This design comes from an exercise in tuning for small area, a short achievable clock period and few clock cycles per item on the open sky130 flow, not from production work.
The RTL was checked by simulation tests, not by an equivalence proof against the original design.
Power is estimated from default activity; no workload was simulated.

===== flow/run.sh =====
#!/bin/bash
# The standard layout, with plain buffers (instead of the delay cells the
# resizer picks by default) on the input and output ports.
set -euo pipefail
bash standard.sh BUFFER_PORTS_ARGS="-buffer_cell sky130_fd_sc_hd__buf_2" finish > standard_flow.log 2>&1

===== standard.sh =====
#!/bin/bash
# synth_recipe.tcl (not shown) runs the flow's synth.tcl, then flattens the netlist and writes it again
# the make line also repeats each setting of config.mk as NAME=value (left out here)
make -C /OpenROAD-flow-scripts/flow DESIGN_CONFIG=/design/flow/config.mk WORK_HOME=/design/flow/orfs CLKGATE_MAP_FILE= SYNTH_SCRIPT=/design/flow/synth_recipe.tcl "${@:-finish}"

===== config.mk =====
export PLATFORM = sky130hd
export DESIGN_NAME = chip8_instruction_execute_top
export DESIGN_NICKNAME = chip8_instruction_execute_top
export VERILOG_FILES = /design/flow/design.v
export SDC_FILE = /design/flow/constraint.sdc
export NUM_CORES = 4
export LEC_CHECK = 0
export ABC_CLOCK_PERIOD_IN_PS = 2500
export CAP_MARGIN = 20
export CORE_MARGIN = 2
export CORE_UTILIZATION = 40
export CTS_CLUSTER_DIAMETER = 100
export CTS_CLUSTER_SIZE = 20
export SETUP_SLACK_MARGIN = 4.5
export SLEW_MARGIN = 20
export TNS_END_PERCENT = 5

===== constraint.sdc =====
create_clock -name core_clock -period 7.0 [get_ports {aclk}]
set_input_delay 1.4000 -clock core_clock [delete_from_list [all_inputs] [get_ports {aclk}]]
set_output_delay 1.4000 -clock core_clock [all_outputs]
set_load 0.01 [all_outputs]

===== design.v =====
`timescale 1ns / 1ps
`default_nettype none
package c8ie_pkg;
    localparam int unsigned PC_W   = 12;
    localparam int unsigned VREG_W = 8;
    localparam int unsigned VIDX_W = 4;
    localparam int unsigned VREG_N = 16;
    localparam logic [PC_W-1:0]   RESET_START_ADDR = 12'h200;
    localparam logic [VIDX_W-1:0] FLAG_REG         = 4'hF;
    localparam logic [11:0]       NNN_RETURN       = 12'h0EE;
    localparam logic [1:0] ST_OK        = 2'd0;
    localparam logic [1:0] ST_OVERFLOW  = 2'd1;
    localparam logic [1:0] ST_UNDERFLOW = 2'd2;
    localparam logic [1:0] ST_UNHANDLED = 2'd3;
endpackage
`default_nettype wire
`timescale 1ns / 1ps
`default_nettype none
module c8ie_stack #(
    parameter int unsigned STACK_DEPTH = 16,
    parameter int unsigned AW          = 4
) (
    input  wire logic                        aclk,
    input  wire logic                        wr_en,
    input  wire logic [AW-1:0]               wr_addr,
    input  wire logic [c8ie_pkg::PC_W-1:0]   wr_data,
    input  wire logic [AW-1:0]               rd_addr,
    output logic      [c8ie_pkg::PC_W-1:0]   rd_data
);
    logic [c8ie_pkg::PC_W-1:0] mem [STACK_DEPTH];
    always_ff @(posedge aclk) begin
        if (wr_en) begin
            mem[wr_addr] <= wr_data;
        end
    end
    assign rd_data = mem[rd_addr];
endmodule
`default_nettype wire
`timescale 1ns / 1ps
`default_nettype none
module c8ie_vreg_file (
    input  wire logic                          aclk,
    input  wire logic                          clr,
    input  wire logic                          rw,
    input  wire logic [c8ie_pkg::VIDX_W-1:0]   num,
    input  wire logic [c8ie_pkg::VREG_W-1:0]   val,
    input  wire logic                          fw,
    input  wire logic                          fval,
    input  wire logic [c8ie_pkg::VIDX_W-1:0]   rd_x,
    input  wire logic [c8ie_pkg::VIDX_W-1:0]   rd_y,
    output logic      [c8ie_pkg::VREG_W-1:0]   vx,
    output logic      [c8ie_pkg::VREG_W-1:0]   vy
);
    logic [c8ie_pkg::VREG_W-1:0] mem [c8ie_pkg::VREG_N];
    logic [c8ie_pkg::VREG_W-1:0] wval, fwval;
    assign wval  = val;
    assign fwval = fw ? {{(c8ie_pkg::VREG_W-1){1'b0}}, fval} : val;
    always_ff @(posedge aclk) begin
        for (int k = 0; k < c8ie_pkg::VREG_N - 1; k++) begin
            if (clr || (rw && num == c8ie_pkg::VIDX_W'(k))) begin
                mem[k] <= wval;
            end
        end
        if (clr || fw || (rw && num == c8ie_pkg::FLAG_REG)) begin
            mem[c8ie_pkg::VREG_N-1] <= fwval;
        end
    end
    assign vx = mem[rd_x];
    assign vy = mem[rd_y];
endmodule
`default_nettype wire
`timescale 1ns / 1ps
`default_nettype none
module c8ie_exec (
    input  wire logic [15:0]                   ins,
    input  wire logic [7:0]                    ctl,
    input  wire logic                          clr,
    input  wire logic [c8ie_pkg::PC_W-1:0]     pc,
    input  wire logic [c8ie_pkg::PC_W-1:0]     idx,
    input  wire logic                          empty,
    input  wire logic                          full,
    input  wire logic [c8ie_pkg::VREG_W-1:0]   vx,
    input  wire logic [c8ie_pkg::VREG_W-1:0]   vy,
    input  wire logic [c8ie_pkg::PC_W-1:0]     stack_top,
    output logic      [c8ie_pkg::PC_W-1:0]     pc_next,
    output logic      [c8ie_pkg::PC_W-1:0]     pc_inc,
    output logic      [c8ie_pkg::PC_W-1:0]     idx_next,
    output logic                               push,
    output logic                               pop,
    output logic      [c8ie_pkg::VREG_W-1:0]   val,
    output logic                               fval,
    output logic      [1:0]                    status
);
    logic [3:0]  op, n;
    logic [7:0]  nn;
    logic [11:0] nnn, pc_skip;
    logic        a_inv, b_inv, b_nn, cin, sel_sum, is_ret;
    logic        is_sys, is_jmp, is_call, is_skeqi, is_sknei, is_skeqr, is_skner;
    logic        is_ld, is_alu, is_ldi, fn_known, skip;
    logic [7:0]  a, b, s, other;
    logic        cout;
    assign op  = ins[15:12];
    assign n   = ins[3:0];
    assign nn  = ins[7:0];
    assign nnn = ins[11:0];
    assign {a_inv, b_inv, b_nn, cin, sel_sum, is_ret} = ctl[7:2];
    assign is_sys   = (op == 4'h0);
    assign is_jmp   = (op == 4'h1);
    assign is_call  = (op == 4'h2);
    assign is_skeqi = (op == 4'h3);
    assign is_sknei = (op == 4'h4);
    assign is_skeqr = (op == 4'h5);
    assign is_ld    = (op == 4'h6);
    assign is_alu   = (op == 4'h8);
    assign is_skner = (op == 4'h9);
    assign is_ldi   = (op == 4'hA);
    assign fn_known = (n[3] == 1'b0) || (n == 4'hE);
    assign a = vx ^ {8{a_inv}};
    assign b = b_nn ? nn : (vy ^ {8{b_inv}});
    c8ie_add8 u_add (
        .a    (a),
        .b    (b),
        .cin  (cin),
        .s    (s),
        .cout (cout)
    );
    always_comb begin
        other = '0;
        if (!clr) begin
            if (is_ld) begin
                other = nn;
            end else begin
                case (n)
                    4'h0:    other = vy;
                    4'h1:    other = vx | vy;
                    4'h2:    other = vx & vy;
                    4'h3:    other = vx ^ vy;
                    4'h6:    other = {1'b0, vx[7:1]};
                    4'hE:    other = {vx[6:0], 1'b0};
                    default: other = '0;
                endcase
            end
        end
    end
    assign val = (sel_sum && !clr) ? s : other;
    always_comb begin
        case (n)
            4'h6:    fval = vx[0];
            4'hE:    fval = vx[7];
            default: fval = cout;
        endcase
    end
    always_comb begin
        pc_inc[0]  = pc[0];
        pc_skip[0] = pc[0];
        pc_skip[1] = pc[1];
        for (int k = 1; k < 12; k++) begin
            pc_inc[k] = pc[k] ^ (&(pc | (12'hFFF << k) | 12'h001));
        end
        for (int k = 2; k < 12; k++) begin
            pc_skip[k] = pc[k] ^ (&(pc | (12'hFFF << k) | 12'h003));
        end
    end
    assign skip = (is_skeqi && (vx == nn)) || (is_sknei && (vx != nn)) ||
                  (is_skeqr && (vx == vy)) || (is_skner && (vx != vy));
    assign push = is_call && !full;
    assign pop  = is_ret && !empty;
    always_comb begin
        if (pop) begin
            pc_next = stack_top;
        end else if (is_jmp || push) begin
            pc_next = nnn;
        end else if (skip) begin
            pc_next = pc_skip;
        end else begin
            pc_next = pc_inc;
        end
    end
    assign idx_next = is_ldi ? nnn : idx;
    always_comb begin
        status = c8ie_pkg::ST_OK;
        if (is_ret && empty) begin
            status = c8ie_pkg::ST_UNDERFLOW;
        end else if (is_call && full) begin
            status = c8ie_pkg::ST_OVERFLOW;
        end else if ((is_sys && !is_ret) || (op > 4'hA) || (is_alu && !fn_known)) begin
            status = c8ie_pkg::ST_UNHANDLED;
        end
    end
endmodule
module c8ie_predec (
    input  wire logic [15:0] ins,
    output logic      [7:0]  ctl
);
    logic [3:0] op, n;
    logic       is_alu, is_addi, fn_known, fn_arith;
    assign op       = ins[15:12];
    assign n        = ins[3:0];
    assign is_alu   = (op == 4'h8);
    assign is_addi  = (op == 4'h7);
    assign fn_known = (n[3] == 1'b0) || (n == 4'hE);
    assign fn_arith = (n == 4'h4) || (n == 4'h5) || (n == 4'h7);
    assign ctl[7] = is_alu && (n == 4'h7);                         
    assign ctl[6] = (n == 4'h5);                                   
    assign ctl[5] = is_addi;                                       
    assign ctl[4] = is_alu && ((n == 4'h5) || (n == 4'h7));        
    assign ctl[3] = is_addi || (is_alu && fn_arith);               
    assign ctl[2] = (ins == {4'h0, c8ie_pkg::NNN_RETURN});         
    assign ctl[1] = (op == 4'h6) || is_addi || (is_alu && fn_known);    
    assign ctl[0] = is_alu && (fn_arith || n == 4'h6 || n == 4'hE);     
endmodule
module c8ie_add8 (
    input  wire logic [7:0] a,
    input  wire logic [7:0] b,
    input  wire logic       cin,
    output logic      [7:0] s,
    output logic            cout
);
    logic [8:0] g0, p0, g1, p1, g2, p2, g3;
    always_comb begin
        g0[0] = cin;
        p0[0] = 1'b0;
        for (int k = 0; k < 8; k++) begin
            g0[k+1] = a[k] & b[k];
            p0[k+1] = a[k] ^ b[k];
        end
        for (int k = 0; k < 9; k++) begin
            g1[k] = (k >= 1) ? (g0[k] | (p0[k] & g0[k-1])) : g0[k];
            p1[k] = (k >= 1) ? (p0[k] & p0[k-1]) : p0[k];
        end
        for (int k = 0; k < 9; k++) begin
            g2[k] = (k >= 2) ? (g1[k] | (p1[k] & g1[k-2])) : g1[k];
            p2[k] = (k >= 2) ? (p1[k] & p1[k-2]) : p1[k];
        end
        for (int k = 0; k < 9; k++) begin
            g3[k] = (k >= 4) ? (g2[k] | (p2[k] & g2[k-4])) : g2[k];
        end
        for (int k = 0; k < 8; k++) begin
            s[k] = p0[k+1] ^ g3[k];
        end
        cout = g2[8] | (p2[8] & g3[4]);
    end
endmodule
`default_nettype wire
`timescale 1ns / 1ps
`default_nettype none
module chip8_instruction_execute_top #(
    parameter int unsigned STACK_DEPTH = 16
) (
    input  wire logic        aclk,
    input  wire logic        aresetn,
    input  wire logic        cfg_valid,
    output logic             cfg_ready,
    input  wire logic [11:0] cfg_start_address,
    input  wire logic        s_valid,
    output logic             s_ready,
    input  wire logic [15:0] s_instruction,
    output logic             m_valid,
    input  wire logic        m_ready,
    output logic [11:0]      m_pc_value,
    output logic [11:0]      m_index_value,
    output logic             m_reg_written,
    output logic [3:0]       m_reg_number,
    output logic [7:0]       m_vreg_data,
    output logic             m_flag_written,
    output logic             m_flag_value,
    output logic [1:0]       m_status
);
    localparam int unsigned AW = (STACK_DEPTH > 1) ? $clog2(STACK_DEPTH) : 1;
    localparam int unsigned RW = 17;    
    logic        s_ready_reg, rst_reg;
    logic        r_valid_reg, r2_valid_reg, e_valid_reg, h_valid_reg;
    logic        r_valid_nxt, r2_valid_nxt, e_valid_nxt, h_valid_nxt;
    logic        e_fire, r_adv, r_load, accept, h_en;
    logic [15:0] r_ins_reg, r2_ins_reg;
    logic [7:0]  rd_x, rd_y, fwd_x, fwd_y;
    logic [15:0] e_ins_reg;
    logic [7:0]  opx_reg, opy_reg;
    logic [7:0]  r_ctl, e_ctl_reg;
    logic [11:0]   pc_reg, idx_reg;
    logic [AW-1:0] tp_reg;      
    logic          ne_reg;      
    logic [11:0] pc_next, pc_inc, idx_next, stack_top;
    logic        push, pop, e_rw, e_fw, e_fval, w_rw, w_fw;
    logic [7:0]  e_val;
    logic [1:0]  e_status;
    logic [3:0]  e_num;
    logic [RW-1:0] e_res;
    logic [RW-1:0] h_res_reg;
    assign cfg_ready = 1'b1;
    assign s_ready   = s_ready_reg;
    assign h_en    = !h_valid_reg || m_ready;
    assign e_fire  = e_valid_reg && h_en;
    assign r_adv   = !e_valid_reg || h_en;
    assign r_load  = r_adv || !r_valid_reg;
    assign accept  = s_valid && s_ready_reg;
    assign e_num = e_ins_reg[11:8];
    assign e_rw  = e_ctl_reg[1];
    assign e_fw  = e_ctl_reg[0];
    assign w_rw  = e_fire && e_rw;
    assign w_fw  = e_fire && e_fw;
    c8ie_predec u_predec (
        .ins (r_ins_reg),
        .ctl (r_ctl)
    );
    c8ie_vreg_file u_vregs (
        .aclk  (aclk),
        .clr   (rst_reg),
        .rw    (w_rw),
        .num   (e_num),
        .val   (e_val),
        .fw    (w_fw),
        .fval  (e_fval),
        .rd_x  (r_ins_reg[11:8]),
        .rd_y  (r_ins_reg[7:4]),
        .vx    (rd_x),
        .vy    (rd_y)
    );
    always_comb begin
        fwd_x = rd_x;
        if (e_valid_reg && e_fw && r_ins_reg[11:8] == c8ie_pkg::FLAG_REG) begin
            fwd_x = {7'd0, e_fval};
        end else if (e_valid_reg && e_rw && r_ins_reg[11:8] == e_num) begin
            fwd_x = e_val;
        end
        fwd_y = rd_y;
        if (e_valid_reg && e_fw && r_ins_reg[7:4] == c8ie_pkg::FLAG_REG) begin
            fwd_y = {7'd0, e_fval};
        end else if (e_valid_reg && e_rw && r_ins_reg[7:4] == e_num) begin
            fwd_y = e_val;
        end
    end
    c8ie_stack #(
        .STACK_DEPTH (STACK_DEPTH),
        .AW          (AW)
    ) u_stack (
        .aclk    (aclk),
        .wr_en   (e_fire && push),
        .wr_addr (AW'(tp_reg + AW'(1))),
        .wr_data (pc_inc),
        .rd_addr (tp_reg),
        .rd_data (stack_top)
    );
    c8ie_exec u_exec (
        .ins       (e_ins_reg),
        .ctl       (e_ctl_reg),
        .clr       (rst_reg),
        .pc        (pc_reg),
        .idx       (idx_reg),
        .empty     (!ne_reg),
        .full      (ne_reg && tp_reg == AW'(STACK_DEPTH - 1)),
        .vx        (opx_reg),
        .vy        (opy_reg),
        .stack_top (stack_top),
        .pc_next   (pc_next),
        .pc_inc    (pc_inc),
        .idx_next  (idx_next),
        .push      (push),
        .pop       (pop),
        .val       (e_val),
        .fval      (e_fval),
        .status    (e_status)
    );
    assign e_res = {e_rw, e_num, e_val, e_fw, e_fval, e_status};
    always_comb begin
        r_valid_nxt  = r_load ? (r2_valid_reg || accept) : 1'b1;
        r2_valid_nxt = r2_valid_reg ? !r_adv : (accept && r_valid_reg && !r_adv);
        e_valid_nxt  = r_adv ? r_valid_reg : 1'b1;
        h_valid_nxt  = h_en ? e_valid_reg : 1'b1;
    end
    always_ff @(posedge aclk) begin
        rst_reg <= !aresetn;
        if (!aresetn) begin
            s_ready_reg  <= 1'b1;
            r_valid_reg  <= 1'b0;
            r2_valid_reg <= 1'b0;
            e_valid_reg  <= 1'b0;
            h_valid_reg  <= 1'b0;
        end else begin
            s_ready_reg  <= !r2_valid_nxt;
            r_valid_reg  <= r_valid_nxt;
            r2_valid_reg <= r2_valid_nxt;
            e_valid_reg  <= e_valid_nxt;
            h_valid_reg  <= h_valid_nxt;
        end
    end
    always_ff @(posedge aclk) begin
        if (cfg_valid) begin
            pc_reg <= cfg_start_address;
        end else if (rst_reg) begin
            pc_reg <= c8ie_pkg::RESET_START_ADDR;
        end else if (e_fire) begin
            pc_reg <= pc_next;
        end
        if (rst_reg) begin
            idx_reg <= '0;
            ne_reg  <= 1'b0;
            tp_reg  <= AW'(STACK_DEPTH - 1);
        end else if (e_fire) begin
            idx_reg <= idx_next;
            if (push) begin
                ne_reg  <= 1'b1;
                tp_reg  <= AW'(tp_reg + AW'(1));
            end else if (pop) begin
                ne_reg  <= (tp_reg != '0);
                tp_reg  <= AW'(tp_reg - AW'(1));
            end
        end
    end
    always_ff @(posedge aclk) begin
        if (r_load) begin
            r_ins_reg <= r2_valid_reg ? r2_ins_reg : s_instruction;
        end
        if (!r2_valid_reg) begin
            r2_ins_reg <= s_instruction;
        end
        if (r_adv) begin
            e_ins_reg <= r_ins_reg;
            e_ctl_reg <= r_ctl;
            opx_reg   <= fwd_x;
            opy_reg   <= fwd_y;
        end
        if (h_en) begin
            h_res_reg <= e_res;
        end
    end
    assign m_valid = h_valid_reg;
    assign {m_reg_written, m_reg_number, m_vreg_data, m_flag_written, m_flag_value,
            m_status} = h_res_reg;
    assign m_pc_value    = pc_reg;
    assign m_index_value = idx_reg;
endmodule
`default_nettype wire

==> results of run 1 <==
-- synthesized netlist by cell type, types with 6 or more instances --
master	n	area, µm²
a211oi_1	8	60.06
mux4_2	50	1126
a21o_1	15	112.6
o221ai_1	7	61.31
mux4_1	17	446.7
a21oi_1	58	290.3
o2bb2ai_1	8	70.07
a22o_1	14	122.6
buf_2	29	145.1
dfxtp_1	43	860.8
buf_1	8	30.03
o21ai_0	46	230.2
o22ai_1	17	106.4
mux2_2	42	473.0
buf_4	7	52.55
and3_1	8	50.05
nor3_1	30	150.1
nor3b_1	10	75.07
nand4b_1	6	52.55
or3_1	7	43.79
and2_1	13	81.33
nand4_1	8	50.05
a32oi_1	7	61.31
nor2b_1	25	156.4
xnor2_1	31	271.5
nand2_1	81	304.0
a221oi_1	17	148.9
nand3b_1	11	82.58
nand2b_1	16	100.1
xor2_1	19	166.4
mux2i_1	48	480.5
nand3_1	41	205.2
a31oi_1	14	87.58
ha_1	38	475.5
a22oi_1	18	135.1
clkbuf_1	49	183.9
nor2_1	94	352.8
or2_2	9	56.30
inv_1	53	198.9
edfxtp_1	405	12160
o32ai_1	7	61.31
a221o_1	6	60.06
-- cells by family after synthesis --
| logic type | count (synthesis) | synth area share [%] |
|---|---|---|
| flip-flops | 448 | 61.57 |
| AND/OR/NAND/NOR | 377 | 9.039 |
| AO/OA/AOI/OAI | 301 | 9.973 |
| multiplexers | 157 | 11.94 |
| buffers and inverters | 149 | 3.046 |
| XOR/XNOR | 50 | 2.070 |
| adder cells (fa/ha/maj) | 39 | 2.343 |
| other | 1 | 0.01773 |
-- cell type report --
cell class	count	area share [%]
Multi-Input combinational cell	925	32.94
Clock inverter	3	0.2141
Inverter	53	0.9451
Tap cell	688	3.592
Sequential cell	448	54.37
Clock buffer	45	3.102
Timing Repair Buffer	159	4.835
-- metal layers --
metal	global-route usage (%)	vias up	routed length, µm
met5	0	-	44
met4	6.349	8	1934
met3	4.815	129	5879
met2	33.78	749	27550
met1	32.13	7189	26380
li1	-	6110	-
-- path summary, 6_finish.rpt --
check	cells past startpoint	to	startpoint	slack (ns)
max reg2reg	11	u_vregs.mem[14][6]	e_ctl_reg[6]	4.24
min reg2reg	1	r2_ins_reg[6]	r2_ins_reg[6]	0.48
min	1	r2_ins_reg[6]	r2_ins_reg[6]	0.48
max	11	u_vregs.mem[14][6]	e_ctl_reg[6]	4.24
-- stage by stage --
step / utilization (%) / hold slack [ns] / cells / cell area [µm²]
finish: 45.69 / 0.4772 / 2321 / 23960
CTS: 44.89 / 0.4783 / 2293 / 23540
detailed placement: 42.51 / 0.4585 / 2210 / 22300
floorplan: - / 0.4206 / 1522 / 21320
global placement: 42.51 / 0.4527 / 2210 / 22300
global route: 45.69 / 0.4916 / 2321 / 23960
-- worst register-to-register path: cells and delay by family (launching register included) --
kind	cells	cell delay, ns
adder cells (fa/ha/maj)	1	0.30
AND/OR/NAND/NOR	3	0.54
flip-flops	1	0.48
AO/OA/AOI/OAI	3	0.55
XOR/XNOR	1	0.13
buffers and inverters	3	0.51
-- power breakdown --
group | internal (µW) | switching (µW)
combinational | 319 | 493
sequential | 3070 | 95.3
clock | 765 | 866
total | 4160 | 1450
-- repair_timing --
| item | CTS | global route |
|---|---|---|
| gates resized for setup | 44 | 41 |
| pin swaps | 10 | 15 |
| cloned | 0 | 2 |
| hold buffers | 0 | 0 |
| setup endpoints to repair | 583 | 467 |
| setup buffers | 35 | 25 |
==> reports/metrics.csv, run 1 <==
metric,value,unit
timing.fmax,0.3621,GHz
synth_fp_nets,1594,
hold_class,reg2reg,
dp_slack,2.529,ns
layout-area-overhead-vs-synth,13.29,%
finalWirelength,61.79,mm
drcViolationCount,0,
layout-drive-gt1-share,22.66,%
grt-ovfl-total,0,
floorplan.initialDensity,40.33,%
cts_max_path_buffers,3,
dieHeight,234.0,µm
routedWlPerCell,26.62,µm
syn_inst,1522,
floorplan.die_area,0.05473,mm²
pin_count_of_the_biggest_net_entering_global_routing,52,
initial_antenna_violation_count,5,
maxSlewHeadroom,20.71,%
critPathRequiredTime,7.34,ns
run_status,finished clean,
worst_setup_path_start_kind,flop,
worst_slew_pin_slew,1.184,ns
cts-buffers-inserted,26,
timing.setup.critical_path_class,reg2reg,
cellLeakagePower,0.008700,µW
critPathSlowestCell,edfxtp_1,
worst_skew_pair.late_latency,0.60,ns
timing.final.crit_period,2.761,ns
synth_enable_flop_cells,405,
timing.critical_path.max_delay_family,compound AO/OA/AOI/OAI gates,
num_vias,14185,
worst_setup_hold_path_clk_slew,0.09,ns
largest_register_ff_count,192,
num-fill-cells,4565,
clock-root-buffer,clkbuf_16,
finalNetCount,1685,
placement_rows,84,
ys.flop_type,edfxtp_1,
area_of_the_core,0.05245,mm²
groute.usage.overall,22.22,%
critical_path.max_fanout,16,
cts_htree_levels,1,
antennaDiodeCount,0,
power_density,234.2,mW/mm²
synth.ff_latch_count,448,
crit_arrival,3.10,ns
cap_violations,0,
critPathMaxStageDelay,0.48,ns
setup-tns-final,0,ns
setup_viol,0,
final-seq-area,0.01303,mm²
clock-sinks,448,
timing.final.hold_violations,0,
max-vdd-ir-drop,186.3,µV
fin_crit_sh,39.45,%
yosysWarningCount,6,
layout_common_cells,"edfxtp_1, nor2_1, nand2_1, buf_2, buf_4",
power,5612,µW
routabilityCongestion,0.9239,
vias_in_the_first_global_route,13381,
crit_path_frequent_cell,o21a_1,
drt_iter0_drc,1998,
asyncSetResetFlopFracSynth,0,%
timing.critical_path.to_type,flop,
chipWidth,234.0,µm
synthesized_area,0.02115,mm²
final_common_cell,edfxtp_1,
multi_input_comb_area,0.007894,mm²
synthesis.area_per_instance,13.90,µm²
setup_repair_after_global_routing_missed_its_margin,yes,
drt_first_pass_iters,6,
place.detailed.hpwl,39.44,mm
route.detailed.vias_per_inst,6.112,
crit_chain,"buf_6, buf_4, xnor2_1, o21ai_1, ha_2, o21a_1, o21a_1, nand4b_1, nor3b_4, nor2_4, buf_12",
grt_first_pass_wirelength,89.74,mm
postRouteAntennaNets,0,
design.portCount,77,
synth.distinct_cells,74,
timing.final.ws_setup,4.239,ns
critPathBufInv,3,
count_of_buffers_inserted_at_the_top_level_ports,75,
timing.clock.skew,0.02524,ns
tritoncts,yes,
synth_sequential_area_ratio,61.57,%
timing_max_transition_violations_final,0,
Testbench counts, summed over its fixed seeds: cycles 12,024, items 12,000.
==> run 2, diff against run 1 <==
--- a/config.mk
+++ b/config.mk
@@ -7,2 +7,3 @@
 export LEC_CHECK = 0
+export ABC_AREA = 1
 export ABC_CLOCK_PERIOD_IN_PS = 2500
@@ -10,3 +11,3 @@
 export CORE_MARGIN = 2
-export CORE_UTILIZATION = 40
+export CORE_UTILIZATION = 55
 export CTS_CLUSTER_DIAMETER = 100
==> run 2 against run 1 <==
Effect of this change:
- via count grew 13%
- clock power is 4% lower
- die area decreased by 28%
- global-route usage is 9.5 points higher
- sequential power about the same
- largest power group unchanged
- still clean
- highest routed layer is now met4
- synthesized cell count up 38%
- flip-flop and latch count did not move
- routed wire length up 0.71%
==> reports/metrics.csv, run 2 <==
metric,value,unit
max-vdd-ir-drop,243.6,µV
post-synth-top-area-cell,edfxtp_1,
num_vias,16034,
clock-root-buffer,clkbuf_16,
layout-drive-gt1-share,12.25,%
routedWlPerCell,22.89,µm
crit_arrival,2.93,ns
final_util,62.82,%
synth_fp_nets,2170,
setup-tns-final,0,ns
floorplan.initialDensity,55.42,%
timing.fmax,0.3684,GHz
antennaDiodeCount,0,
critPathRequiredTime,7.21,ns
multi_input_comb_area,0.007112,mm²
maxSlewHeadroom,36.22,%
cts_htree_levels,1,
crit_chain,"buf_2, nor2_4, nor2_1, nand3_1, o21ai_1",
synth.top_cells.by_area,"edfxtp_1, nand2_1, nor2_1, dfxtp_1, nand3_1",
timing_max_transition_violations_final,0,
floorplan.die_area,0.03916,mm²
worst_setup_path_start_kind,primary input,
hold_wc_startpoint,r2_ins_reg[14],
cap_violations,0,
run_status,finished clean,
post_synth_most_frequent_cells,"nand2_1, edfxtp_1, nor2_1",
vias_in_the_first_global_route,15309,
worstHoldPathCells,2,
worst_skew_pair.late_latency,0.59,ns
hold_buffers,0,
synth.distinct_cells,47,
synthesized_area,0.02068,mm²
setup_viol,0,
area_of_the_core,0.03731,mm²
initial_antenna_violation_count,0,
final-seq-area,0.01302,mm²
layout_common_cells,"nand2_1, edfxtp_1, nor2_1, inv_1, nand3_1",
count_of_buffers_inserted_at_the_top_level_ports,75,
timing.clock.skew,0.01851,ns
syn_inst,2098,
drt_first_pass_iters,6,
cts_max_path_buffers,3,
synthesis.area_per_instance,9.856,µm²
r2r.worst_path.cells,10,
pin_count_of_the_biggest_net_entering_global_routing,95,
critical_path.max_fanout,8,
groute.usage.overall,31.69,%
synthMostInstantiatedCell,nand2_1,
design.portCount,77,
postRouteAntennaNets,0,
largest_register_ff_count,192,
critPathSlowestCell,o21ai_1,
clock-sinks,448,
origin_of_the_critical_flop_to_flop_path,e_ins_reg[3],
cts-buffers-inserted,26,
chipWidth,197.9,µm
ys.flop_type,edfxtp_1,
hold_class,reg2reg,
grt_first_pass_wirelength,91.89,mm
layout-area-overhead-vs-synth,13.36,%
drcViolationCount,0,
finalNetCount,2297,
asyncSetResetFlopFracSynth,0,%
rr_endpoint,u_vregs.mem[15][0],
grt-ovfl-total,0,
timing.final.crit_period,2.714,ns
placement_rows,71,
worst_slew_pin_slew,0.9532,ns
critPathMaxStageDelay,0.74,ns
cellLeakagePower,0.009364,µW
route.detailed.vias_per_inst,5.897,
fin_crit_sh,38.78,%
tritoncts,yes,
routabilityCongestion,0.9484,
synth_top_cell_area_share,58.82,%
synth_sequential_area_ratio,62.98,%
synth.ff_latch_count,448,
drt_iter0_drc,1763,
worst_setup_hold_path_clk_slew,0.08,ns
final_common_cell,nand2_1,
timing.setup.critical_path_class,in2reg,
finalWirelength,62.23,mm
timing.critical_path.to_type,flop,
synth_enable_flop_cells,405,
timing.final.hold_violations,0,
place.detailed.hpwl,42.90,mm
num-fill-cells,3058,
worst-r2r-setup-slack,4.34,ns
setup_repair_after_global_routing_missed_its_margin,yes,
hold-path-endpoint,r2_ins_reg[14],
dieHeight,197.9,µm
yosysWarningCount,6,
power_density,233.0,mW/mm²
-- run 2: cell count changes after synthesis, moves of 22 or more --
cell / before / now
nand2_1: 81 / 565
nor2_1: 94 / 269
nand3_1: 41 / 152
o21ai_0: 46 / 148
inv_1: 53 / 154
mux4_2: 50 / 0
mux2i_1: 48 / 0
mux2_2: 42 / 0
o22ai_1: 17 / 47
nor2b_1: 25 / 0
nand4_1: 8 / 30
-- run 2: stage by stage --
stage	hold WS (ns)	power, µW	instance area (µm²)	setup slack (ns)	instances
after global routing	0.4773	5643	23440	4.242	2719
after global placement	0.4266	3834	21630	3.540	2598
after detailed placement	0.4367	3841	21630	3.505	2598
after floorplan	0.4143	3570	20830	4.242	2098
after CTS	0.4589	5426	23190	4.305	2703
final	0.4557	5462	23440	4.286	2719
-- run 2: cell type report --
cell class,instances,area share (%)
Clock buffer,45,3.080
Clock inverter,3,0.1388
Inverter,164,2.690
Multi-Input combinational cell,1427,30.34
Sequential cell,448,55.56
Tap cell,474,2.530
Timing Repair Buffer,156,5.594
Timing Repair inverter,2,0.06405
-- run 2: per-layer routing --
metal  vias to the layer above  part of all wire [%]  global-route usage [%]  wire [µm]
met5                         -                     0                       0          0
met4                         0                   4.4                   13.26       2748
met3                       132                   7.0                   3.373       4353
met2                       765                    49                   54.43      30650
met1                      7717                    39                   41.23      24470
li1                       7420                     -                       -          -
-- run 2: kinds of logic (layout without fill, tap and decap cells) --
| family | count (synthesis) | count (layout) | synth area share (%) |
|---|---|---|---|
| and+or+nand+nor | 1063 | 1063 | 21.18 |
| adders and majority gates | 39 | 39 | 2.396 |
| other | 1 | 1 | 0.01814 |
| DFF | 448 | 448 | 62.98 |
| xor gates and xnor gates | 35 | 35 | 1.482 |
| buffers and inverters | 223 | 370 | 4.254 |
| AOI/OAI and AO/OA | 289 | 289 | 7.685 |
-- run 2: worst max-delay path by stage --
| stage | start | endpoint | cells after the start |
|---|---|---|---|
| 2_1_floorplan | m_ready | s_ready_reg | 6 |
| 3_3_place_gp | m_ready | u_stack.mem[0][10] | 7 |
| 3_5_place_dp | m_ready | u_stack.mem[0][10] | 7 |
| 4_1_cts | pc_reg[2] | m_pc_value[2] | 1 |
| 5_1_grt | m_ready | u_vregs.mem[7][0] | 5 |
| 6_report | m_ready | u_vregs.mem[5][5] | 5 |
-- run 2: repair_timing --
action	in CTS	in global routing
setup buffers	57	14
gates resized for setup	25	32
pin swaps	25	13
cloned	0	2
setup endpoints to repair	544	549
-- run 2: critical path, delay by kind of cell --
family / cells / cell delay, ns
AOI/OAI and AO/OA: 1 / 0.74
buffers and inverters: 1 / 0.10
and+or+nand+nor: 3 / 0.68
-- run 2: power by group --
part | internal [µW] | switching (µW) | total (µW)
Clock | 710 | 851 | 1560
Sequential | 3090 | 108 | 3200
Combinational | 242 | 460 | 702
==> run 3, diff against run 2 <==
--- a/config.mk
+++ b/config.mk
@@ -14,3 +14,3 @@
 export CTS_CLUSTER_SIZE = 20
-export SETUP_SLACK_MARGIN = 4.5
+export SETUP_SLACK_MARGIN = 4.8
 export SLEW_MARGIN = 20
==> run 3 against run 2 <==
Effect of this change:
- setup slack improved by 0.023 ns
- first-iteration DRC count increased by 1.9%
- final area increased by 2.3%
- combinational power increased by 12%
- register-to-register slack improved by 0.07 ns
- synthesized cell count unchanged
- clock power about the same
- final cell count increased by 0.92%
- sequential share of layout area decreased by 1.3 points
- largest cell class unchanged
- area after synthesis unchanged
- largest power group unchanged
==> reports/metrics.csv, run 3 <==
metric,value,unit
run_status,finished clean,
worst_setup_path_start_kind,primary input,
timing.setup.critical_path_class,in2reg,
dieHeight,197.9,µm
num_vias,16250,
synth_top_cell_area_share,58.82,%
tritoncts,yes,
rr_endpoint,u_vregs.mem[11][7],
timing.clock.skew,0.01663,ns
crit_path_frequent_cell,nor2_4,
r2r.worst_path.cells,12,
fin_crit_sh,38.45,%
grt_first_pass_wirelength,92.23,mm
final_common_cell,nand2_1,
finalNetCount,2322,
placement_rows,71,
hold_class,reg2reg,
synth.ff_latch_count,448,
drcViolationCount,0,
timing.final.crit_period,2.691,ns
cap_violations,0,
floorplan.die_area,0.03916,mm²
worst_slew_pin_slew,0.8891,ns
worst_setup_hold_path_clk_slew,0.08,ns
timing.final.hold_violations,0,
design.portCount,77,
place.detailed.hpwl,42.90,mm
timing.hold.ws,0.4548,ns
routedWlPerCell,23.20,µm
synth_enable_flop_cells,405,
layout-area-overhead-vs-synth,16.02,%
num-fill-cells,2988,
pin_count_of_the_biggest_net_entering_global_routing,95,
hold-path-endpoint,r2_ins_reg[7],
yosysWarningCount,6,
syn_inst,2098,
cts_max_path_buffers,3,
power,5544,µW
synthesis.area_per_instance,9.856,µm²
post_synth_most_frequent_cells,"nand2_1, edfxtp_1, nor2_1",
timing.critical_path.max_delay_family,simple AND/OR/NAND/NOR gates,
ys.flop_type,edfxtp_1,
layout_common_cells,"nand2_1, edfxtp_1, nor2_1, nand3_1, inv_1",
setup-tns-final,0,ns
synth.distinct_cells,47,
routabilityCongestion,0.9484,
largest_register_ff_count,192,
final-seq-area,0.01302,mm²
power_density,231.1,mW/mm²
groute.usage.overall,31.81,%
cts-buffers-inserted,26,
critPathRequiredTime,7.30,ns
initial_antenna_violation_count,0,
worst-r2r-setup-slack,4.41,ns
grt-ovfl-total,0,
crit_arrival,2.99,ns
setup_viol,0,
critPathMaxStageDelay,0.36,ns
drt_first_pass_iters,6,
area_of_the_core,0.03731,mm²
dp_slack,3.505,ns
postRouteAntennaNets,0,
origin_of_the_critical_flop_to_flop_path,e_ctl_reg[6],
finalWirelength,63.65,mm
floorplan.initialDensity,55.42,%
synthesized_area,0.02068,mm²
worst_skew_pair.late_latency,0.59,ns
timing.final.ws_setup,4.309,ns
timing.critical_path.to_type,flop,
timing_max_transition_violations_final,0,
critical_path.max_fanout,12,
worstHoldPathCells,2,
clock-sinks,448,
synth.top_cells.by_area,"edfxtp_1, nand2_1, nor2_1, dfxtp_1, nand3_1",
critPathBufInv,3,
antennaDiodeCount,0,
timing.fmax,0.3716,GHz
layout-drive-gt1-share,15.33,%
drt_iter0_drc,1796,
cellLeakagePower,0.009545,µW
cts_htree_levels,1,
critPathSlowestCell,nor2_1,
chipWidth,197.9,µm
synthMostInstantiatedCell,nand2_1,
synth_sequential_area_ratio,62.98,%
clock-root-buffer,clkbuf_16,
count_of_buffers_inserted_at_the_top_level_ports,75,
asyncSetResetFlopFracSynth,0,%
setup_repair_after_global_routing_missed_its_margin,yes,
multi_input_comb_area,0.007355,mm²
route.detailed.vias_per_inst,5.922,
maxSlewHeadroom,40.73,%
synth_fp_nets,2170,
hold_wc_startpoint,r2_ins_reg[7],
vias_in_the_first_global_route,15407,
hold_buffers,0,
crit_chain,"buf_2, nor2_4, nor2_1, inv_1, nor2_2, nand2_2, nor2_4, buf_12",
max-vdd-ir-drop,244.3,µV
post-synth-top-area-cell,edfxtp_1,
run 3: changes by cell type in the layout (fill, tap and decap cells not counted), sizes merged:
| cell | previous run | this run |
|---|---|---|
| clkinvlp | 4 | 9 |
| nand3 | 153 | 154 |
| inv | 162 | 160 |
| clkbuf | 45 | 46 |
| buf | 156 | 176 |
run 3: final cells by class:
class,count,area share [%]
well taps,474,2.472
inverters,164,2.670
repair inverters,5,0.1460
clock buffers,45,3.009
clock inverters,3,0.1356
flip-flops and latches,448,54.29
repair buffers,177,6.619
multi-input cells,1428,30.66
run 3: power by group:
part | switching (µW) | leakage [µW] | internal [µW]
clock network | 854 | 0.000360 | 710
logic | 500 | 0.00484 | 284
registers | 106 | 0.00434 | 3090
run 3: through the flow:
| stage | cell area (µm²) | cells | utilization [%] |
|---|---|---|---|
| global placement | 21630 | 2598 | 57.97 |
| global route | 23990 | 2744 | 64.30 |
| floorplan | 20830 | 2098 | - |
| CTS | 23380 | 2711 | 62.66 |
| detailed placement | 21630 | 2598 | 57.97 |
| finish | 23990 | 2744 | 64.30 |
run 3: how the worst max path moves through the flow:
stage,start,to,slack (ns),cells past startpoint
after detailed placement,m_ready,u_stack.mem[0][10],3.50,7
after floorplan,m_ready,s_ready_reg,4.24,6
after CTS,pc_reg[1],m_pc_value[1],4.31,1
final,m_ready,u_stack.mem[0][5],4.31,8
after global placement,m_ready,u_stack.mem[0][10],3.54,7
after global routing,m_ready,u_stack.mem[4][11],4.27,8
run 3: routing by layer:
metal	track usage [%]	vias to the layer above	part of all wire [%]
met2	54.37	776	49
met5	0	-	0
met4	13.87	0	4.5
met3	3.560	159	7.2
li1	-	7488	-
met1	41.26	7827	39
run 3: cells by family after synthesis:
group	synth area share, %
XOR/XNOR	1.482
flip-flops	62.98
other	0.01814
AO/OA/AOI/OAI	7.685
AND/OR/NAND/NOR	21.18
adder cells (fa/ha/maj)	2.396
buffers and inverters	4.254
run 3: repair_timing:
| item | CTS | global route |
|---|---|---|
| setup endpoints to repair | 605 | 698 |
| pin swaps | 32 | 20 |
| resized for setup | 58 | 77 |
| gates cloned | 0 | 8 |
| hold endpoints to repair | 0 | 0 |
| setup buffers | 65 | 25 |
run 3: worst reg2reg max path: stages (launching register included):
cell and delay, ns:
edfxtp_1 0.43, buf_6 0.17, buf_6 0.12, xnor2_2 0.12
a21oi_1 0.15, ha_1 0.29, a21o_1 0.23, a31oi_1 0.15
nand2_1 0.10, or2_4 0.25, nand3_4 0.09, nand2_8 0.09
buf_12 0.17
==> run 4, diff against run 3 <==
--- a/config.mk
+++ b/config.mk
@@ -11,6 +11,6 @@
 export CORE_MARGIN = 2
-export CORE_UTILIZATION = 55
+export CORE_UTILIZATION = 40
 export CTS_CLUSTER_DIAMETER = 100
 export CTS_CLUSTER_SIZE = 20
-export SETUP_SLACK_MARGIN = 4.8
+export SETUP_SLACK_MARGIN = 4.5
 export SLEW_MARGIN = 20
==> run 4 against run 3 <==
Effect of this change:
- via count decreased by 0.74%
- worst hold slack improved by 0.0050 ns
- flip-flop and latch count unchanged
- power about the same
- critical path depth decreased by 3
- final cell count increased by 6.4%
- sequential power about the same
- non-clock buffer count decreased by 29
- final area decreased by 0.78%
==> reports/metrics.csv, run 4 <==
metric,value,unit
antennaDiodeCount,0,
tritoncts,yes,
postRouteAntennaNets,0,
count_of_buffers_inserted_at_the_top_level_ports,75,
route.detailed.vias_per_inst,5.526,
critPathRequiredTime,7.21,ns
fin_crit_sh,39.06,%
synthMostInstantiatedCell,nand2_1,
initial_antenna_violation_count,1,
power,5546,µW
worst_setup_path_start_kind,primary input,
worst_setup_hold_path_clk_slew,0.08,ns
crit_arrival,2.94,ns
timing.final.crit_period,2.734,ns
clock-root-buffer,clkbuf_16,
timing.setup.critical_path_class,in2reg,
placement_rows,83,
grt-ovfl-total,0,
timing.final.hold_violations,0,
clock-sinks,448,
synth.distinct_cells,47,
finalWirelength,64.46,mm
ys.flop_type,edfxtp_1,
drt_iter0_drc,2173,
critPathBufInv,1,
timing.clock.skew,0.03740,ns
cts-buffers-inserted,27,
worst_slew_pin_slew,1.020,ns
hold_buffers,0,
setup-tns-final,0,ns
design.portCount,77,
critPathSlowestCell,o21ai_1,
post-synth-top-area-cell,edfxtp_1,
asyncSetResetFlopFracSynth,0,%
num_vias,16129,
cts_htree_levels,1,
synth_enable_flop_cells,405,
groute.usage.overall,23.74,%
setup_viol,0,
syn_inst,2098,
synth_fp_nets,2170,
synth.ff_latch_count,448,
synth_top_cell_area_share,58.82,%
setup_repair_after_global_routing_missed_its_margin,yes,
layout-area-overhead-vs-synth,15.11,%
finalNetCount,2291,
worst_skew_pair.late_latency,0.60,ns
power_density,233.0,mW/mm²
synthesis.area_per_instance,9.856,µm²
synthesized_area,0.02068,mm²
critical_path.max_fanout,8,
layout-drive-gt1-share,12.51,%
grt_first_pass_wirelength,94.87,mm
area_of_the_core,0.05120,mm²
hold_class,reg2reg,
drcViolationCount,0,
timing.critical_path.max_delay_family,compound AO/OA/AOI/OAI gates,
pin_count_of_the_biggest_net_entering_global_routing,97,
crit_chain,"buf_2, nor2_4, nor2_1, nand3_1, o21ai_1",
yosysWarningCount,6,
timing_max_transition_violations_final,0,
floorplan.die_area,0.05353,mm²
cap_violations,0,
run_status,finished clean,
timing.critical_path.to_type,flop,
critPathMaxStageDelay,0.72,ns
max-vdd-ir-drop,170.0,µV
dieHeight,231.4,µm
timing.fmax,0.3658,GHz
cellLeakagePower,0.009374,µW
drt_first_pass_iters,6,
layout_common_cells,"nand2_1, edfxtp_1, nor2_1, inv_1, nand3_1",
cts_max_path_buffers,3,
post_synth_most_frequent_cells,"nand2_1, edfxtp_1, nor2_1",
maxSlewHeadroom,31.90,%
largest_register_ff_count,192,
chipWidth,231.4,µm
routedWlPerCell,22.08,µm
vias_in_the_first_global_route,14834,
routabilityCongestion,0.9596,
final_common_cell,nand2_1,
floorplan.initialDensity,40.39,%
place.detailed.hpwl,44.22,mm
synth.top_cells.by_area,"edfxtp_1, nand2_1, nor2_1, dfxtp_1, nand3_1",
synth_sequential_area_ratio,62.98,%
==> run 4: metrics by stage <==
stage	instances	setup WS (ns)	instance area (µm²)	hold WS (ns)	utilization, %
finish	2919	4.266	23800	0.4598	46.49
global route	2919	4.127	23800	0.4913	46.49
CTS	2895	4.257	23400	0.4646	45.70
detailed placement	2803	3.520	21880	0.4474	42.73
global placement	2803	3.571	21880	0.4311	42.73
floorplan	2098	4.242	20830	0.4143	-
==> run 4: final timing paths <==
| check | from | endpoint | slack [ns] | cells past startpoint |
|---|---|---|---|---|
| worst min-delay path | r2_ins_reg[14] | r2_ins_reg[14] | 0.46 | 2 |
| worst max-delay path | m_ready | u_vregs.mem[1][0] | 4.27 | 5 |
| worst max register to register | e_ctl_reg[6] | u_vregs.mem[9][7] | 4.27 | 13 |
| worst min register to register | r2_ins_reg[14] | r2_ins_reg[14] | 0.46 | 2 |
==> run 4: layout make-up <==
type | instances | area, µm²
multi-input combinational | 1428 | 7192
sequential | 448 | 13020
timing repair inverter | 2 | 12.51
clock buffer | 43 | 735.7
inverter | 164 | 628.1
timing repair buffer | 148 | 1305
clock inverter | 6 | 53.80
fill | 4735 | 27400
tap | 680 | 850.8
==> run 4: power breakdown <==
part	internal [µW]	switching, µW	total (µW)
sequential	3090	116	3210
clock	734	876	1610
combinational	251	478	728
==> run 4: cells by family (layout without fill, tap and decap cells) <==
kind of cell	count (synthesis)	count (layout)	share of synthesized area, %
and+or+nand+nor	1063	1064	21.18
DFF	448	448	62.98
AOI/OAI and AO/OA	289	289	7.685
buffers and inverters	223	363	4.254
adders and majority gates	39	39	2.396
xor gates and xnor gates	35	35	1.482
other	1	1	0.01814
==> run 4: worst min-delay path: cells and delay by family, from the launching register on <==
kind	cells	cell delay [ns]
flip-flops	1	0.31
AND/OR/NAND/NOR	2	0.11
==> run 4: routing by layer <==
| metal | GRT usage, % | part of all wire, % |
|---|---|---|
| met3 | 3.839 | 10 |
| met2 | 32.50 | 40 |
| met1 | 38.93 | 48 |
| met5 | 0 | 0 |
| met4 | 4.778 | 1.7 |
==> run 4: timing repair <==
item | in CTS | in global routing
endpoints found under the setup margin | 554 | 561
resized for setup | 25 | 44
pin swaps | 21 | 15
cloned | 0 | 3
buffers inserted | 43 | 21
==> run 5, diff against run 4 <==
--- a/config.mk
+++ b/config.mk
@@ -11,3 +11,3 @@
 export CORE_MARGIN = 2
-export CORE_UTILIZATION = 40
+export CORE_UTILIZATION = 65
 export CTS_CLUSTER_DIAMETER = 100
@@ -16,2 +16,2 @@
 export SLEW_MARGIN = 20
-export TNS_END_PERCENT = 5
+export TNS_END_PERCENT = 20
==> run 5 against run 4 <==
Effect of this change:
- sequential share of layout area up 0.93 points
- final area down 1.7%
- count of clock-buffer cells in the layout up 2
- setup slack better by 0.061 ns
- routed wire length down 9.0%
- flip-flop and latch count unchanged
- clock power down 3%
- power down 0.84%
- register-to-register slack better by 0.16 ns
- die area down 38%
- critical path type is now reg2out
==> reports/metrics.csv, run 5 <==
metric,value,unit
critPathRequiredTime,5.60,ns
setup-tns-final,0,ns
cts_htree_levels,1,
finalNetCount,2282,
chipWidth,182.4,µm
cap_violations,0,
cts-buffers-inserted,26,
vias_in_the_first_global_route,15046,
drt_first_pass_iters,6,
synth_sequential_area_ratio,62.98,%
grt-ovfl-total,0,
drt_iter0_drc,2209,
setup_repair_after_global_routing_missed_its_margin,yes,
critical_path.max_fanout,5,
worst-r2r-setup-slack,4.43,ns
grt_first_pass_wirelength,86.18,mm
crit_path_cell_count,1,
placement_rows,65,
route.detailed.vias_per_inst,6.178,
critPathBufInv,1,
postRouteAntennaNets,0,
hold_class,reg2reg,
synth.distinct_cells,47,
layout-drive-gt1-share,12.79,%
hold_wc_startpoint,r2_ins_reg[2],
routedWlPerCell,22.29,µm
floorplan.die_area,0.03325,mm²
synthMostInstantiatedCell,nand2_1,
num-fill-cells,2190,
r2r.worst_path.cells,13,
setup_viol,0,
finalWirelength,58.64,mm
hold_buffers,0,
asyncSetResetFlopFracSynth,0,%
maxSlewHeadroom,28.41,%
critPathMaxStageDelay,0.52,ns
floorplan.initialDensity,65.70,%
run_status,finished clean,
num_vias,16254,
drcViolationCount,0,
tritoncts,yes,
synth.top_cells.by_area,"edfxtp_1, nand2_1, nor2_1, dfxtp_1, nand3_1",
post-synth-top-area-cell,edfxtp_1,
ys.flop_type,edfxtp_1,
synth.ff_latch_count,448,
worst_setup_hold_path_clk_slew,0.09,ns
timing_max_transition_violations_final,0,
worst_setup_path_start_kind,flop,
synthesized_area,0.02068,mm²
pin_count_of_the_biggest_net_entering_global_routing,97,
synth_enable_flop_cells,405,
rr_endpoint,u_vregs.mem[12][6],
worstHoldPathCells,2,
count_of_buffers_inserted_at_the_top_level_ports,75,
timing.clock.skew,0.02526,ns
syn_inst,2098,
timing.critical_path.to_type,output port,
dieHeight,182.4,µm
fin_crit_sh,38.18,%
synthesis.area_per_instance,9.856,µm²
layout_common_cells,"nand2_1, edfxtp_1, nor2_1, inv_1, nand3_1",
timing.fmax,0.3742,GHz
crit_chain,buf_6,
worst_slew_pin_slew,1.073,ns
cts_max_path_buffers,3,
synth_fp_nets,2170,
initial_antenna_violation_count,0,
hold-path-endpoint,r2_ins_reg[2],
area_of_the_core,0.03147,mm²
final-seq-area,0.01302,mm²
crit_arrival,1.27,ns
design.portCount,77,
clock-root-buffer,clkbuf_16,
timing.final.crit_period,2.673,ns
clock-sinks,448,
critPathSlowestCell,edfxtp_1,
routabilityCongestion,1.000,
yosysWarningCount,6,
antennaDiodeCount,0,
timing.critical_path.max_delay_family,flip-flops,
power_density,235.0,mW/mm²
multi_input_comb_area,0.007343,mm²
post_synth_most_frequent_cells,"nand2_1, edfxtp_1, nor2_1",
timing.setup.critical_path_class,reg2out,
origin_of_the_critical_flop_to_flop_path,e_ctl_reg[6],
cellLeakagePower,0.009335,µW
place.detailed.hpwl,39.53,mm
groute.usage.overall,34.39,%
final_common_cell,nand2_1,
layout-area-overhead-vs-synth,13.19,%
max-vdd-ir-drop,221.4,µV
timing.final.hold_violations,0,
worst_skew_pair.late_latency,0.57,ns
synth_top_cell_area_share,58.82,%
largest_register_ff_count,192,
timing.hold.ws,0.4558,ns
## run 5: kinds of logic after synthesis
logic type | Yosys count | synth area share, %
xor+xnor | 35 | 1.482
flops | 448 | 62.98
other cells | 1 | 0.01814
fa+ha+maj | 39 | 2.396
compound gates | 289 | 7.685
simple gates | 1063 | 21.18
buf+inv | 223 | 4.254
## run 5: where the power goes
part	switching [µW]	total, µW	internal (µW)
clock network	836	1560	726
registers	109	3200	3090
logic	471	737	266
## run 5: what timing repair did
item / in CTS / in global routing
endpoints found under the setup margin: 502 / 536
pin swaps: 6 / 45
resized for setup: 25 / 72
setup buffers: 21 / 36
gates cloned: 4 / 0
## run 5: worst max-delay path by stage
stage | startpoint | endpoint | slack (ns)
2_1_floorplan | m_ready | s_ready_reg | 4.24
3_5_place_dp | m_ready | idx_reg[11] | 3.63
6_report | pc_reg[5] | m_pc_value[5] | 4.33
4_1_cts | pc_reg[1] | pc_reg[10] | 4.25
3_3_place_gp | m_ready | s_ready_reg | 3.71
5_1_grt | pc_reg[5] | m_pc_value[5] | 4.31
## run 5: tightest hold or removal path: stages, from the launching register on
cell and delay, ns:
dfxtp_1 0.31, nand2_1 0.05, nand2_1 0.07
## run 5: layout make-up
type                            instances  share of cell area, %
Clock buffer                           45                  3.175
Clock inverter                          2                0.06950
Inverter                              164                  2.700
Multi-Input combinational cell       1427                  31.38
Sequential cell                       448                  55.65
Tap cell                              402                  2.149
Timing Repair Buffer                  139                  4.779
Timing Repair inverter                  4                 0.1069
## run 5: metrics by stage
step	area [µm²]	setup slack [ns]	utilization [%]	total power, µW	instances
global placement	21540	3.705	68.45	3804	2523
CTS	22690	4.249	72.09	5364	2595
global route	23400	4.309	74.36	5652	2631
finish	23400	4.327	74.36	5500	2631
detailed placement	21540	3.626	68.45	3814	2523
floorplan	20850	4.242	-	3571	2098
## run 5: routing by layer
layer | vias to the layer above | wire length, µm | global-route usage, %
li1 | 7385 | - | -
met1 | 7700 | 21710 | 44.59
met2 | 959 | 28330 | 57.97
met3 | 210 | 5201 | 3.931
met4 | 0 | 3402 | 17.58
met5 | - | 0 | 0
==> run 6, diff against run 5 <==
--- a/config.mk
+++ b/config.mk
@@ -11,3 +11,3 @@
 export CORE_MARGIN = 2
-export CORE_UTILIZATION = 65
+export CORE_UTILIZATION = 55
 export CTS_CLUSTER_DIAMETER = 100
==> run 6 against run 5 <==
Effect of this change:
- routed wire length is 7.0% higher
- clock power hardly changed
- count of clock-buffer cells in the layout is 1 higher
- critical path depth stayed put
- combinational power is 6.0% lower
- setup slack worse by 0.064 ns
- first-iteration DRC count is 11% lower
- register-to-register slack worse by 0.09 ns
- die area is 18% higher
- critical path type unchanged
==> reports/metrics.csv, run 6 <==
metric,value,unit
wl_met2,30.28,mm
top_routing_layer_in_use,met4,
drt_first_pass_iters,6,
worst_slew_pin_slew,1.068,ns
final_common_cell,nand2_1,
route.detailed.vias_per_inst,5.942,
timing.hold.ws,0.4493,ns
timing.setup.critical_path_class,reg2out,
antennaDiodeCount,0,
cts_max_path_buffers,3,
setup-tns-final,0,ns
worst_skew_pair.late_latency,0.58,ns
timing.fmax,0.3654,GHz
synth_enable_flop_cells,405,
drt_iter0_drc,1959,
routabilityCongestion,0.9711,
floorplan.initialDensity,55.42,%
synth.distinct_cells,47,
clock-sinks,448,
timing.final.hold_violations,0,
synthesized_area,0.02068,mm²
critPathRequiredTime,5.60,ns
synth_fp_nets,2170,
yosysWarningCount,6,
layout_common_cells,"nand2_1, edfxtp_1, nor2_1, inv_1, nand3_1",
timing.final.crit_period,2.736,ns
largest_register_ff_count,192,
syn_inst,2098,
cts-buffers-inserted,26,
power_density,235.8,mW/mm²
synthMostInstantiatedCell,nand2_1,
num_vias,16009,
setup_repair_after_global_routing_missed_its_margin,yes,
timing.critical_path.max_delay_family,flip-flops,
vias_in_the_first_global_route,14997,
grt_first_pass_wirelength,91.78,mm
synth_sequential_area_ratio,62.98,%
max-vdd-ir-drop,247.5,µV
post-synth-top-area-cell,edfxtp_1,
grt-ovfl-total,0,
post_synth_most_frequent_cells,"nand2_1, edfxtp_1, nor2_1",
routedWlPerCell,23.30,µm
run_status,finished clean,
synth_top_cell_area_share,58.82,%
critPathMaxStageDelay,0.55,ns
asyncSetResetFlopFracSynth,0,%
maxSlewHeadroom,28.72,%
drcViolationCount,0,
setup_viol,0,
critPathSlowestCell,edfxtp_1,
cts_htree_levels,1,
wl_met3,4.836,mm
worst_setup_hold_path_clk_slew,0.09,ns
placement_rows,71,
ys.flop_type,edfxtp_1,
num-fill-cells,3110,
routedLengthMet1,25.19,mm
timing.critical_path.to_type,output port,
pin_count_of_the_biggest_net_entering_global_routing,97,
fin_crit_sh,39.09,%
tritoncts,yes,
design.portCount,77,
postRouteAntennaNets,0,
final_util,62.29,%
crit_chain,buf_2,
synthesis.area_per_instance,9.856,µm²
hold_buffers,0,
critical_path.max_fanout,1,
dieHeight,197.9,µm
count_of_buffers_inserted_at_the_top_level_ports,75,
chipWidth,197.9,µm
place.detailed.hpwl,43.23,mm
critPathBufInv,1,
layout-drive-gt1-share,11.80,%
layout-area-overhead-vs-synth,12.39,%
timing_max_transition_violations_final,0,
worst_setup_path_start_kind,flop,
groute.usage.overall,31.74,%
timing.clock.skew,0.01757,ns
floorplan.die_area,0.03916,mm²
cap_violations,0,
synth.top_cells.by_area,"edfxtp_1, nand2_1, nor2_1, dfxtp_1, nand3_1",
area_of_the_core,0.03731,mm²
synth.ff_latch_count,448,
initial_antenna_violation_count,1,
crit_arrival,1.34,ns
clock-root-buffer,clkbuf_16,
finalWirelength,62.76,mm
hold_class,reg2reg,
finalNetCount,2272,
cellLeakagePower,0.009267,µW
run 6: cells by family after synthesis:
family	synth area share, %
and+or+nand+nor	21.18
adders and majority gates	2.396
AOI/OAI and AO/OA	7.685
DFF	62.98
buffers and inverters	4.254
xor gates and xnor gates	1.482
other	0.01814
run 6: per-layer routing:
metal / vias to the layer above / track usage (%)
li1: 7378 / -
met2: 856 / 53.47
met4: 0 / 11.56
met5: - / 0
met1: 7632 / 42.45
met3: 143 / 4.105
run 6: layout make-up:
class                   count  area, µm²  share of cell area (%)
flip-flops and latches    448      13030                   56.06
multi-input cells        1428       7204                   31.00
repair buffers            131       1005                   4.323
clock buffers              46      750.7                   3.230
inverters                 164      635.6                   2.735
well taps                 474      593.1                   2.552
clock inverters             2      16.27                 0.06999
repair inverters            1      7.507                 0.03230
run 6: path summary, 6_finish.rpt:
| path | from | end | slack, ns | cells after the start |
|---|---|---|---|---|
| min | r2_ins_reg[6] | r2_ins_reg[6] | 0.45 | 2 |
| max | h_res_reg[13] | m_reg_number[1] | 4.26 | 1 |
| min reg2reg | r2_ins_reg[6] | r2_ins_reg[6] | 0.45 | 2 |
| max reg2reg | e_ctl_reg[6] | opy_reg[1] | 4.34 | 9 |
run 6: where the power goes:
part | switching, µW | internal, µW | total [µW]
clock network | 849 | 732 | 1580
logic | 462 | 231 | 693
registers | 113 | 3090 | 3200
total | 1420 | 4050 | 5480
run 6: per-stage QoR:
stage	setup WS (ns)	cells	instance area [µm²]	total power [µW]
floorplan	4.242	2098	20850	3571
global placement	3.735	2597	21650	3837
detailed placement	3.672	2597	21650	3845
CTS	4.289	2668	22790	5421
global route	4.173	2694	23240	5649
finish	4.264	2694	23240	5479
run 6: what timing repair did:
item | in CTS | in global routing
pin swaps | 5 | 13
buffers inserted | 23 | 24
setup endpoints to repair | 532 | 555
cloned | 0 | 2
gates resized for setup | 26 | 38
==> run 7, diff against run 6 <==
--- a/config.mk
+++ b/config.mk
@@ -13,3 +13,3 @@
 export CTS_CLUSTER_DIAMETER = 100
-export CTS_CLUSTER_SIZE = 20
+export CTS_CLUSTER_SIZE = 25
 export SETUP_SLACK_MARGIN = 4.5
==> run 7 against run 6 <==
Effect of this change:
- maximum frequency increased by 0.55%
- area after synthesis unchanged
- non-clock buffer count decreased by 15
- via count decreased by 0.80%
- largest power group unchanged
==> reports/metrics.csv, run 7 <==
metric,value,unit
run_status,finished clean,
synth_top_cell_area_share,58.82,%
drt_iter0_drc,1891,
drt_first_pass_iters,8,
worst_setup_path_start_kind,flop,
layout_common_cells,"nand2_1, edfxtp_1, nor2_1, inv_1, nand3_1",
setup-tns-final,0,ns
netSwitchingFraction,26.16,%
synth_xor_area_share,1.483,%
chipWidth,197.9,µm
dieHeight,197.9,µm
clockPowerShare,27.5,%
synthSimpleGateAreaFrac,21.18,%
post_synth_most_frequent_cells,"nand2_1, edfxtp_1, nor2_1",
routabilityCongestion,0.9711,
timing.hold.ws,0.4533,ns
timing.final.hold_violations,0,
cts_max_path_buffers,3,
crit_chain,buf_2,
grt-ovfl-total,0,
cap_violations,0,
cellLeakagePower,0.009103,µW
worst_setup_hold_path_clk_slew,0.10,ns
floorplan.initialDensity,55.42,%
hold_class,reg2reg,
vias_in_the_first_global_route,14975,
critPathMaxStageDelay,0.54,ns
synthesis.area_per_instance,9.856,µm²
setup_repair_after_global_routing_missed_its_margin,yes,
hold_buffers,0,
clock-root-buffer,clkbuf_16,
groute.usage.overall,31.58,%
synth.top_cells.by_area,"edfxtp_1, nand2_1, nor2_1, dfxtp_1, nand3_1",
dp_slack,3.672,ns
power.share.combinational,12.1,%
timing_max_transition_violations_final,0,
critPathRequiredTime,5.60,ns
postRouteAntennaNets,0,
power_density,232.1,mW/mm²
asyncSetResetFlopFracSynth,0,%
timing.final.ws_setup,4.279,ns
route.detailed.vias_per_inst,5.948,
setup_viol,0,
placement_rows,71,
design.portCount,77,
drcViolationCount,0,
worst_skew_pair.late_latency,0.57,ns
synth_enable_flop_cells,405,
power_frac_seq,60.4,%
finalNetCount,2253,
layout-area-overhead-vs-synth,10.60,%
synth_compound_gate_area_share,7.685,%
largest_register_ff_count,192,
crit_arrival,1.32,ns
tritoncts,yes,
post-synth-top-area-cell,edfxtp_1,
cts_htree_levels,1,
critical_path.max_fanout,1,
initial_antenna_violation_count,0,
synth_fp_nets,2170,
pin_count_of_the_biggest_net_entering_global_routing,97,
layout-drive-gt1-share,10.25,%
ys.flop_type,edfxtp_1,
synth.ff_latch_count,448,
area_of_the_core,0.03731,mm²
power,5308,µW
cts-buffers-inserted,22,
critPathSlowestCell,edfxtp_1,
count_of_buffers_inserted_at_the_top_level_ports,75,
timing.final.crit_period,2.721,ns
timing.setup.critical_path_class,reg2out,
timing.clock.skew,0.02558,ns
final_common_cell,nand2_1,
synthesized_area,0.02068,mm²
timing.critical_path.max_delay_family,flip-flops,
grt_first_pass_wirelength,91.37,mm
maxSlewHeadroom,32.10,%
place.detailed.hpwl,43.23,mm
net-switching-power,1388,µW
yosys.area_share.adder,2.396,%
timing.fmax,0.3675,GHz
num_vias,15881,
critPathBufInv,1,
syn_inst,2098,
muxShareOfSynthArea,0,%
finalWirelength,62.18,mm
synthMostInstantiatedCell,nand2_1,
synth.distinct_cells,47,
fin_crit_sh,38.88,%
antennaDiodeCount,0,
cellInternalPower,3919,µW
routedWlPerCell,23.29,µm
combinational_family_with_the_most_area_after_synthesis,simple AND/OR/NAND/NOR gates,
clock-sinks,448,
synth_sequential_area_ratio,62.98,%
worst_slew_pin_slew,1.018,ns
max-vdd-ir-drop,201.6,µV
floorplan.die_area,0.03916,mm²
yosysWarningCount,6,
timing.critical_path.to_type,output port,
## run 7: cell types whose count changed in the layout (fill, tap and decap cells not counted), sizes merged
cell	previous run	this run
clkbuf	47	37
buf	130	115
clkinv	2	4
nand3	154	153
## run 7: cells by family (layout without fill, tap and decap cells)
group / count (synthesis) / count (layout)
simple gates: 1063 / 1063
fa+ha+maj: 39 / 39
buf+inv: 223 / 321
compound gates: 289 / 289
other cells: 1 / 1
xor+xnor: 35 / 35
flops: 448 / 448
## run 7: final timing paths
check	from	end	slack, ns	cells after the start
setup / recovery	h_res_reg[15]	m_reg_number[3]	4.28	1
hold / removal	r2_ins_reg[14]	r2_ins_reg[14]	0.45	2
setup reg to reg	e_ctl_reg[6]	opy_reg[0]	4.35	13
hold reg to reg	r2_ins_reg[14]	r2_ins_reg[14]	0.45	2
## run 7: cell type report
class	count	area (µm²)
Sequential cell	448	13030
Multi-Input combinational cell	1427	7087
Inverter	164	635.6
Timing Repair inverter	2	15.01
Tap cell	474	593.1
Clock inverter	3	37.54
Clock buffer	36	624.3
Fill cell	3157	14440
Timing Repair Buffer	116	848.3
## run 7: what timing repair did
item | CTS | global route
resized for setup | 26 | 16
cloned | 0 | 2
pin swaps | 4 | 6
endpoints found under the setup margin | 530 | 554
setup buffers | 19 | 13
## run 7: routing by layer
metal | GRT usage (%) | share of wire [%]
met5 | 0 | 0
met2 | 53.00 | 48
met4 | 12.53 | 4.2
met3 | 3.543 | 7.9
met1 | 42.35 | 40
## run 7: metrics by stage
| step | area, µm² | util, % | std cells |
|---|---|---|---|
| after floorplan | 20850 | - | 2098 |
| after global placement | 21650 | 58.03 | 2597 |
| after detailed placement | 21650 | 58.03 | 2597 |
| after CTS | 22640 | 60.68 | 2655 |
| after global routing | 22870 | 61.29 | 2670 |
| final | 22870 | 61.29 | 2670 |
## run 7: worst reg2reg max path, delay by kind of cell, from the launching register on
kind | cells | cell delay [ns]
and+or+nand+nor | 6 | 0.61
DFF | 1 | 0.40
AOI/OAI and AO/OA | 4 | 0.67
xor gates and xnor gates | 1 | 0.16
buffers and inverters | 1 | 0.18
adders and majority gates | 1 | 0.37
## run 7: power groups by stage
stage | sequential, µW | combinational, µW | clock (µW)
global route | 3210 | 700 | 1560
floorplan | 3220 | 350 | 0
global placement | 3270 | 572 | 0
finish | 3200 | 644 | 1460
CTS | 3200 | 619 | 1470
detailed placement | 3270 | 578 | 0

port drivers added, routing unchanged:
The flow's constraints put no driver on any port. The routed layouts listed below were extracted and timed again, unchanged, in two steps.
Step 1 assumes that a clkbuf_16 drives the clock port and a buf_2 every other input.
Step 2 times the ports against the registers' clock, not the clock port: input delays grow and output delays shrink by t, the midpoint of the rising clock arrivals with the driver on.
Slacks: ideal ports / drivers / drivers and shift; pairs: ideal ports / drivers.
run	t (ns)	setup slack, ns	worst hold slack (ns)	worst data-port slew with drivers (ns)	pins driven straight from the clock port
run 1	0.647	4.239 / 4.239 / 3.743	0.477 / 0.477 / 0.477	0.07	1
run 2	0.635	4.286 / 4.256 / 3.688	0.456 / 0.456 / 0.456	0.04	1
run 3	0.635	4.309 / 4.253 / 3.709	0.455 / 0.455 / 0.455	0.04	1
run 4	0.637	4.266 / 4.224 / 3.662	0.460 / 0.460 / 0.460	0.09	1
run 5	0.615	4.327 / 4.274 / 3.744	0.456 / 0.456 / 0.456	0.05	1
run 6	0.630	4.264 / 4.205 / 3.692	0.449 / 0.449 / 0.449	0.06	1
run 7	0.615	4.279 / 4.222 / 3.732	0.453 / 0.453 / 0.453	0.05	1
After both steps setup and hold are still met in every run listed. For run 4, which loses most, drivers alone change the setup slack by -0.042 ns; drivers and shift together by -0.604 ns.
